Background: an optimization exercise with open tools, aiming at small area. Do not read the settings as production practice.
At most, simulation tests tie the RTL to the original design; equivalence was not proved.
Power is estimated from default activity; no workload was simulated.

==> v28: inputs <==
==> flow/design.v <==
module regfile_writeback (
  input  logic        clk,
  input  logic        reset,
  input  logic [31:0] wb_data,
  input  logic        wb_en,
  input  logic [3:0]  wb_addr,
  input  logic [4:0]  opcode,
  input  logic        stall,
  input  logic [3:0]  rn_addr,
  input  logic [3:0]  rm_addr,
  output logic [31:0] rn_data,
  output logic [31:0] rm_data,
  output logic [31:0] pc,
  output logic        branch_taken
);
  localparam logic [4:0] OP_BRANCH = 5'b10001;
  logic [31:0] regs_n [15];   
  logic [31:0] tgt_q;         
  logic        pend_q;        
  logic [31:0] pc_q;
  logic        bt_q;
  logic        cap;
  logic        is_pc;
  logic [31:0] wdata;
  logic [14:0] we;
  always_comb begin
    cap   = wb_en && !stall;
    is_pc = (opcode == OP_BRANCH) || (wb_addr == 4'd15);
    wdata = reset ? 32'hFFFF_FFFF : ~wb_data;    
    for (int i = 0; i < 15; i++)
      we[i] = reset || (cap && !is_pc && (wb_addr == 4'(i)));
  end
  always_ff @(posedge clk) begin
    for (int i = 0; i < 15; i++)
      if (we[i]) regs_n[i] <= wdata;
  end
  logic [28:0] pc_hi_inc;
  logic [31:0] pc_inc4, pc_read;
  always_comb begin
    pc_hi_inc = pc_q[31:3] + 29'd1;
    pc_read   = {pc_hi_inc, pc_q[2:0]};
    pc_inc4   = pc_q[2] ? {pc_hi_inc, 1'b0, pc_q[1:0]} : {pc_q[31:3], 1'b1, pc_q[1:0]};
  end
  always_ff @(posedge clk) begin
    tgt_q  <= wb_data;
    pend_q <= !reset && cap && is_pc;
    bt_q   <= !reset && pend_q;
    if (reset)
      pc_q <= 32'd0;
    else if (pend_q)
      pc_q <= tgt_q;
    else if (!stall)
      pc_q <= pc_inc4;
  end
  logic [15:0] sn_n, sm_n;
  logic [31:0] pc_read_n;
  always_comb begin
    for (int i = 0; i < 16; i++) begin
      sn_n[i] = (rn_addr != 4'(i));
      sm_n[i] = (rm_addr != 4'(i));
    end
    pc_read_n = ~pc_read;
  end
  for (genvar b = 0; b < 32; b++) begin : g_rd
    logic [7:0] tn, tm;
    for (genvar k = 0; k < 7; k++) begin : g_pair
      rf_oai22 u_n (.a0(sn_n[2*k]), .b0(regs_n[2*k][b]), .a1(sn_n[2*k+1]), .b1(regs_n[2*k+1][b]), .y(tn[k]));
      rf_oai22 u_m (.a0(sm_n[2*k]), .b0(regs_n[2*k][b]), .a1(sm_n[2*k+1]), .b1(regs_n[2*k+1][b]), .y(tm[k]));
    end
    rf_oai22 u_n7 (.a0(sn_n[14]), .b0(regs_n[14][b]), .a1(sn_n[15]), .b1(pc_read_n[b]), .y(tn[7]));
    rf_oai22 u_m7 (.a0(sm_n[14]), .b0(regs_n[14][b]), .a1(sm_n[15]), .b1(pc_read_n[b]), .y(tm[7]));
    rf_or8 u_on (.t(tn), .y(rn_data[b]));
    rf_or8 u_om (.t(tm), .y(rm_data[b]));
  end
  always_comb begin
    pc           = pc_q;
    branch_taken = bt_q;
  end
endmodule
module rf_oai22 (
  input  logic a0, b0, a1, b1,
  output logic y
);
  assign y = ~((a0 | b0) & (a1 | b1));
endmodule
module rf_or8 (
  input  logic [7:0] t,
  output logic       y
);
  assign y = ~(~|t[3:0] & ~|t[7:4]);
endmodule
==> flow/flow/run.sh <==
#!/bin/bash
# Standard layout, with plain buf_1 port buffers and a clock tree of small
# buffers without dummy loads. Each tool's output goes to a log of its own.
export BUFFER_PORTS_ARGS="-buffer_cell sky130_fd_sc_hd__buf_1"
export CTS_ARGS="-sink_clustering_enable -repair_clock_nets -buf_list {sky130_fd_sc_hd__clkbuf_8} -sink_clustering_size 16 -sink_clustering_max_diameter 50 -dont_use_dummy_load"
bash standard.sh > standard.log 2>&1
==> flow/standard.sh <==
#!/bin/bash
# synth_recipe.tcl (not shown) runs the flow's synth.tcl, then flattens the netlist and writes it again
# the make line also repeats each setting of config.mk as NAME=value (left out here)
make -C /OpenROAD-flow-scripts/flow DESIGN_CONFIG=/design/flow/config.mk WORK_HOME=/design/flow/orfs CLKGATE_MAP_FILE= SYNTH_SCRIPT=/design/flow/synth_recipe.tcl "${@:-finish}"
==> flow/config.mk <==
export PLATFORM = sky130hd
export DESIGN_NAME = regfile_writeback
export DESIGN_NICKNAME = regfile_writeback
export VERILOG_FILES = /design/flow/design.v
export SDC_FILE = /design/flow/constraint.sdc
export NUM_CORES = 4
export LEC_CHECK = 0
export CAP_MARGIN = 10
export CORE_MARGIN = 2
export CORE_UTILIZATION = 65
export SETUP_SLACK_MARGIN = 0
export SLEW_MARGIN = 10
export SYNTH_HIERARCHICAL = 1
export SYNTH_MINIMUM_KEEP_SIZE = 0
==> flow/constraint.sdc <==
create_clock -name core_clock -period 6.0 [get_ports {clk}]
set_input_delay 1.2000 -clock core_clock [delete_from_list [all_inputs] [get_ports {clk}]]
set_output_delay 1.2000 -clock core_clock [all_outputs]
set_load 0.01 [all_outputs]
==> v23 (differences from v28) <==
==> flow/design.v, changed modules only <==
module regfile_writeback (
  input  logic        clk,
  input  logic        reset,
  input  logic [31:0] wb_data,
  input  logic        wb_en,
  input  logic [3:0]  wb_addr,
  input  logic [4:0]  opcode,
  input  logic        stall,
  input  logic [3:0]  rn_addr,
  input  logic [3:0]  rm_addr,
  output logic [31:0] rn_data,
  output logic [31:0] rm_data,
  output logic [31:0] pc,
  output logic        branch_taken
);
  localparam logic [4:0] OP_BRANCH = 5'b10001;
  logic [31:0] regs_q [15];
  logic [31:0] tgt_q;         
  logic        pend_q;        
  logic [31:0] pc_q;
  logic        bt_q;
  logic        cap;
  logic        is_pc;
  logic [31:0] wdata;
  logic [14:0] we;
  always_comb begin
    cap   = wb_en && !stall;
    is_pc = (opcode == OP_BRANCH) || (wb_addr == 4'd15);
    wdata = reset ? 32'd0 : wb_data;
    for (int i = 0; i < 15; i++)
      we[i] = reset || (cap && !is_pc && (wb_addr == 4'(i)));
  end
  always_ff @(posedge clk) begin
    for (int i = 0; i < 15; i++)
      if (we[i]) regs_q[i] <= wdata;
  end
  logic [28:0] pc_hi_inc;
  logic [31:0] pc_inc4, pc_read;
  always_comb begin
    pc_hi_inc = pc_q[31:3] + 29'd1;
    pc_read   = {pc_hi_inc, pc_q[2:0]};
    pc_inc4   = pc_q[2] ? {pc_hi_inc, 1'b0, pc_q[1:0]} : {pc_q[31:3], 1'b1, pc_q[1:0]};
  end
  always_ff @(posedge clk) begin
    tgt_q  <= wb_data;
    pend_q <= !reset && cap && is_pc;
    bt_q   <= !reset && pend_q;
    if (reset)
      pc_q <= 32'd0;
    else if (pend_q)
      pc_q <= tgt_q;
    else if (!stall)
      pc_q <= pc_inc4;
  end
  logic [15:0] sn, sm;
  always_comb begin
    for (int i = 0; i < 16; i++) begin
      sn[i] = (rn_addr == 4'(i));
      sm[i] = (rm_addr == 4'(i));
    end
  end
  for (genvar b = 0; b < 32; b++) begin : g_rd
    logic [4:0] tn, tm;
    for (genvar k = 0; k < 5; k++) begin : g_grp
      rf_aoi222 u_n (.a0(sn[3*k]), .b0(regs_q[3*k][b]), .a1(sn[3*k+1]), .b1(regs_q[3*k+1][b]),
                     .a2(sn[3*k+2]), .b2(regs_q[3*k+2][b]), .y(tn[k]));
      rf_aoi222 u_m (.a0(sm[3*k]), .b0(regs_q[3*k][b]), .a1(sm[3*k+1]), .b1(regs_q[3*k+1][b]),
                     .a2(sm[3*k+2]), .b2(regs_q[3*k+2][b]), .y(tm[k]));
    end
    rf_rdout u_on (.t(tn), .s(sn[15]), .p(pc_read[b]), .y(rn_data[b]));
    rf_rdout u_om (.t(tm), .s(sm[15]), .p(pc_read[b]), .y(rm_data[b]));
  end
  always_comb begin
    pc           = pc_q;
    branch_taken = bt_q;
  end
endmodule
module rf_aoi222 (
  input  logic a0, b0, a1, b1, a2, b2,
  output logic y
);
  assign y = ~((a0 & b0) | (a1 & b1) | (a2 & b2));
endmodule
module rf_rdout (
  input  logic [4:0] t,
  input  logic       s,
  input  logic       p,
  output logic       y
);
  assign y = ~(&t & ~(s & p));
endmodule
// module rf_oai22 removed
// module rf_or8 removed
==> out/metrics.yaml <==
clock_power_uw: 1850
outcome: "timing/DRC/antenna clean"
drt_iter0_markers: 4750
synth_nets: 1501
tightest_slew_ns: 1.27
insertedDiodeCount: 2
placedCellCount: 2085
vias: 17900
crit_chain: "buf_1 > nand2b_1 > nor2_4 > buf_4 > a222oi_1 > nand4_1 > buf_1"
cp-startpoint: "rn_addr[2]"
The numbers above come from v23.

==> out/metrics.yaml <==
outcome: "timing/DRC/antenna clean"
synth_nets: 1673
crit_cells: 10
cp-startpoint: "pc_q[3]"
clock_power_uw: 1830
crit_chain: "ha_1 > nand3_1 > buf_4 > or4_1 > nor3_1 > xnor2_1 > o22ai_1 > nor4_1 > nand2_1 > buf_1"
insertedDiodeCount: 1
multi_input_gates: 1033
placedCellCount: 2246
tightest_slew_ns: 1.38
The numbers above come from v28.

No functional check of the RTL was part of v23.

==> lagoon: inputs <==
Another version of the RTL of regfile_writeback (not shown whole).
==> module regfile_writeback, before the edit <==
module regfile_writeback (
  input  logic        clk,
  input  logic        reset,
  input  logic [31:0] wb_data,
  input  logic        wb_en,
  input  logic [3:0]  wb_addr,
  input  logic [4:0]  opcode,
  input  logic        stall,
  input  logic [3:0]  rn_addr,
  input  logic [3:0]  rm_addr,
  output logic [31:0] rn_data,
  output logic [31:0] rm_data,
  output logic [31:0] pc,
  output logic        branch_taken
);
  localparam logic [4:0] OP_BRANCH = 5'b10001;
  logic [31:0] regs_n [15];   
  logic [31:0] tgt_q;         
  logic        pend_q;        
  logic [31:0] pc_q;
  logic        bt_q;
  logic        cap;
  logic        is_pc;
  logic        rst_n;
  logic [31:0] wdata;         
  logic [14:0] we;
  always_comb begin
    cap   = wb_en && !stall;
    is_pc = (opcode == OP_BRANCH) || (wb_addr == 4'd15);
    rst_n = !reset;
    for (int i = 0; i < 15; i++)
      we[i] = reset || (cap && !is_pc && (wb_addr == 4'(i)));
  end
  for (genvar b = 0; b < 32; b++) begin : g_wd
    rf_nand2 u_wd (.a(wb_data[b]), .b(rst_n), .y(wdata[b]));
  end
  always_ff @(posedge clk) begin
    for (int i = 0; i < 15; i++)
      if (we[i]) regs_n[i] <= wdata;
  end
  logic [28:0] pc_hi_inc;
  rf_inc29 u_inc (.x(pc_q[31:3]), .y(pc_hi_inc));
  logic sel_ld, sel_hi, sel_lo, sel_k;
  logic [31:0] pc_d;
  logic [2:0]  pc_step;
  always_comb begin
    sel_ld = !reset && pend_q;                           
    sel_hi = !reset && !pend_q && !stall && pc_q[2];     
    sel_lo = !reset && !pend_q && !(!stall && pc_q[2]);  
    sel_k  = !reset && !pend_q;                          
    pc_step[1:0] = pc_q[1:0];
    pc_step[2]   = pc_q[2] ^ !stall;
  end
  for (genvar b = 0; b < 3; b++) begin : g_pcl
    rf_ao22 u_pc (.a0(sel_ld), .b0(tgt_q[b]), .a1(sel_k), .b1(pc_step[b]), .y(pc_d[b]));
  end
  for (genvar b = 3; b < 32; b++) begin : g_pch
    rf_ao222 u_pc (.a0(sel_ld), .b0(tgt_q[b]), .a1(sel_hi), .b1(pc_hi_inc[b-3]),
                   .a2(sel_lo), .b2(pc_q[b]), .y(pc_d[b]));
  end
  always_ff @(posedge clk) begin
    tgt_q  <= wb_data;
    pend_q <= !reset && cap && is_pc;
    bt_q   <= !reset && pend_q;
    pc_q   <= pc_d;
  end
  logic [15:0] sn_n, sm_n;
  logic [31:0] pc_read_n;
  always_comb begin
    for (int i = 0; i < 16; i++) begin
      sn_n[i] = (rn_addr != 4'(i));
      sm_n[i] = (rm_addr != 4'(i));
    end
    pc_read_n = ~{pc_hi_inc, pc_q[2:0]};
  end
  for (genvar b = 0; b < 32; b++) begin : g_rd
    logic [7:0] tn, tm;
    for (genvar k = 0; k < 7; k++) begin : g_pair
      rf_oai22 u_n (.a0(sn_n[2*k]), .b0(regs_n[2*k][b]), .a1(sn_n[2*k+1]), .b1(regs_n[2*k+1][b]), .y(tn[k]));
      rf_oai22 u_m (.a0(sm_n[2*k]), .b0(regs_n[2*k][b]), .a1(sm_n[2*k+1]), .b1(regs_n[2*k+1][b]), .y(tm[k]));
    end
    rf_oai22 u_n7 (.a0(sn_n[14]), .b0(regs_n[14][b]), .a1(sn_n[15]), .b1(pc_read_n[b]), .y(tn[7]));
    rf_oai22 u_m7 (.a0(sm_n[14]), .b0(regs_n[14][b]), .a1(sm_n[15]), .b1(pc_read_n[b]), .y(tm[7]));
    rf_or8 u_on (.t(tn), .y(rn_data[b]));
    rf_or8 u_om (.t(tm), .y(rm_data[b]));
  end
  always_comb begin
    pc           = pc_q;
    branch_taken = bt_q;
  end
endmodule
==> module rf_inc29, before the edit <==
module rf_inc29 (
  input  logic [28:0] x,
  output logic [28:0] y
);
  logic [28:0] c;     
  logic        p;     
  logic        q;
  always_comb begin
    p = 1'b1;
    for (int k = 0; k < 8; k++) begin
      q = p;
      for (int j = 0; j < 4; j++) begin
        if (4*k + j < 29) begin
          c[4*k + j] = q;
          q = q & x[4*k + j];
        end
      end
      if (4*k + 3 < 29) p = p & (&x[4*k +: 4]);
    end
    y = x ^ c;
  end
endmodule
export LEC_CHECK = 0
export CAP_MARGIN = 10
export CORE_MARGIN = 2
export CORE_UTILIZATION = 65
export PLACE_DENSITY = 0.75
export SETUP_SLACK_MARGIN = 0
export SLEW_MARGIN = 10
export SYNTH_HIERARCHICAL = 1
export SYNTH_MINIMUM_KEEP_SIZE = 0
create_clock -name core_clock -period 6.0 [get_ports {clk}]
standard.sh (not shown) runs the stock make flow with config.mk's settings and CLKGATE_MAP_FILE= SYNTH_SCRIPT=/design/flow/synth_recipe.tcl, a recipe that flattens the netlist after the stock synthesis.
==> flow/flow/run.sh <==
#!/bin/bash
# Standard layout, with plain buf_1 port buffers and a clock tree of small
# buffers without dummy loads. Each tool's output goes to a log of its own.
export BUFFER_PORTS_ARGS="-buffer_cell sky130_fd_sc_hd__buf_1"
export CTS_ARGS="-sink_clustering_enable -repair_clock_nets -buf_list {sky130_fd_sc_hd__clkbuf_4} -sink_clustering_size 10 -sink_clustering_max_diameter 40 -dont_use_dummy_load"
bash standard.sh > standard.log 2>&1
==> inputs of raven, as changes to lagoon <==
--- a/flow/design.v
+++ b/flow/design.v
@@ -42,6 +42,5 @@
   rf_inc29 u_inc (.x(pc_q[31:3]), .y(pc_hi_inc));
   logic sel_ld, sel_hi, sel_lo, sel_k;
-  logic [31:0] pc_d;
-  logic [2:0]  pc_step;
+  logic [31:0] pc_d, pc_step;
   always_comb begin
     sel_ld = !reset && pend_q;                           
@@ -124,18 +123,12 @@
   output logic [28:0] y
 );
+  logic [7:0]  p;     
   logic [28:0] c;     
-  logic        p;     
-  logic        q;
   always_comb begin
-    p = 1'b1;
-    for (int k = 0; k < 8; k++) begin
-      q = p;
-      for (int j = 0; j < 4; j++) begin
-        if (4*k + j < 29) begin
-          c[4*k + j] = q;
-          q = q & x[4*k + j];
-        end
-      end
-      if (4*k + 3 < 29) p = p & (&x[4*k +: 4]);
+    p[0] = 1'b1;
+    for (int k = 1; k < 8; k++) p[k] = p[k-1] & (&x[4*k-4 +: 4]);
+    for (int i = 0; i < 29; i++) begin
+      c[i] = p[i/4];
+      for (int j = 4*(i/4); j < i; j++) c[i] = c[i] & x[j];
     end
     y = x ^ c;
PLACE_DENSITY = default   (was 0.75)
==> key figures <==
Status
  • Status: finished clean

STA
  • Hold slack: 447 ps
  • Tmin final: 5340 ps
  • Worst Clk Skew: 58.7 ps

Power
  • Clk pwr share: 24.1%
  • Static Leak: 8.12 nW
  • Power share of the sequential group: 65.9%

Placed design
  • DP HPWL: 39400 um
  • Post-DP Area: 23200 um2

Global route
  • Met2 Usage GRT: 64.2%
  • Global-route usage over all layers: 44.5%

Critical path
  • Delay of the slowest critical-path stage: 520 ps
  • CP arrival: 4140 ps

Routing
  • Drt wl/cell: 35.4 um

Final layout
  • Final instance area: 23700 um2
  • Signal buf overhead: 3.98%
  • Bufs w/o clock: 195
  • Fraction of area in multi-input gates: 24.0%
  • Clk cell area share: 2.19%
  • Area growth, synth to finish: 9.49%

CTS
  • Clock latency (worst-skew pair): 760 ps
-- figures above: raven

==> key figures <==
Status
  • Status: finished clean

Placed design
  • Post-DP Area: 23200 um2
  • DP HPWL: 43600 um

Final layout
  • Fraction of area in multi-input gates: 23.9%
  • Clk cell area share: 2.18%
  • Final instance area: 23800 um2
  • Bufs w/o clock: 206

Critical path
  • CP arrival: 4170 ps
  • Delay of the slowest critical-path stage: 490 ps

CTS
  • Clock latency (worst-skew pair): 770 ps

Power
  • Static Leak: 8.17 nW
  • Power share of the sequential group: 66.0%

Floorplan
  • Core area: 32600 um2

Global route
  • Global-route usage over all layers: 44.5%
  • Met2 Usage GRT: 65.2%

STA
  • Worst Max-Slew Pin Slew: 1240 ps
  • Hold slack: 447 ps
  • Tmin final: 5370 ps

Synth
  • Mapped Cells: 1504
  • Cell Area, Synth: 21600 um2
-- figures above: lagoon

re-timing with driven ports:
Ports are ideal in the flow. The routed layouts listed here were re-timed in OpenROAD. Step 1 assumes that a clkbuf_16 drives the clock port and a buf_2 every other input. Step 2, shift: input delay + t, output delay - t, t = (earliest + latest rising clock arrival at the registers) / 2. This alone moves slack from input paths to output paths. a / b / c = ideal ports / drivers / drivers and shift; a / b = the first two.
run	t (ns)	setup slack, ns	hold WS [ns]	worst slew at a driven data input, ns
v28	0.641	0.719 / 0.666 / 0.826	0.447 / 0.447 / 0.447	0.10
v23	0.690	1.200 / 1.170 / 1.170	0.433 / 0.433 / 0.433	0.09
lagoon	0.766	0.631 / 0.581 / 1.164	0.447 / 0.447 / 0.447	0.08
raven	0.780	0.663 / 0.617 / 1.093	0.447 / 0.447 / 0.447	0.04
After both steps every run listed still meets setup and hold. For v23, which loses most, drivers alone change the setup slack by -0.030 ns; drivers and shift together by -0.030 ns.
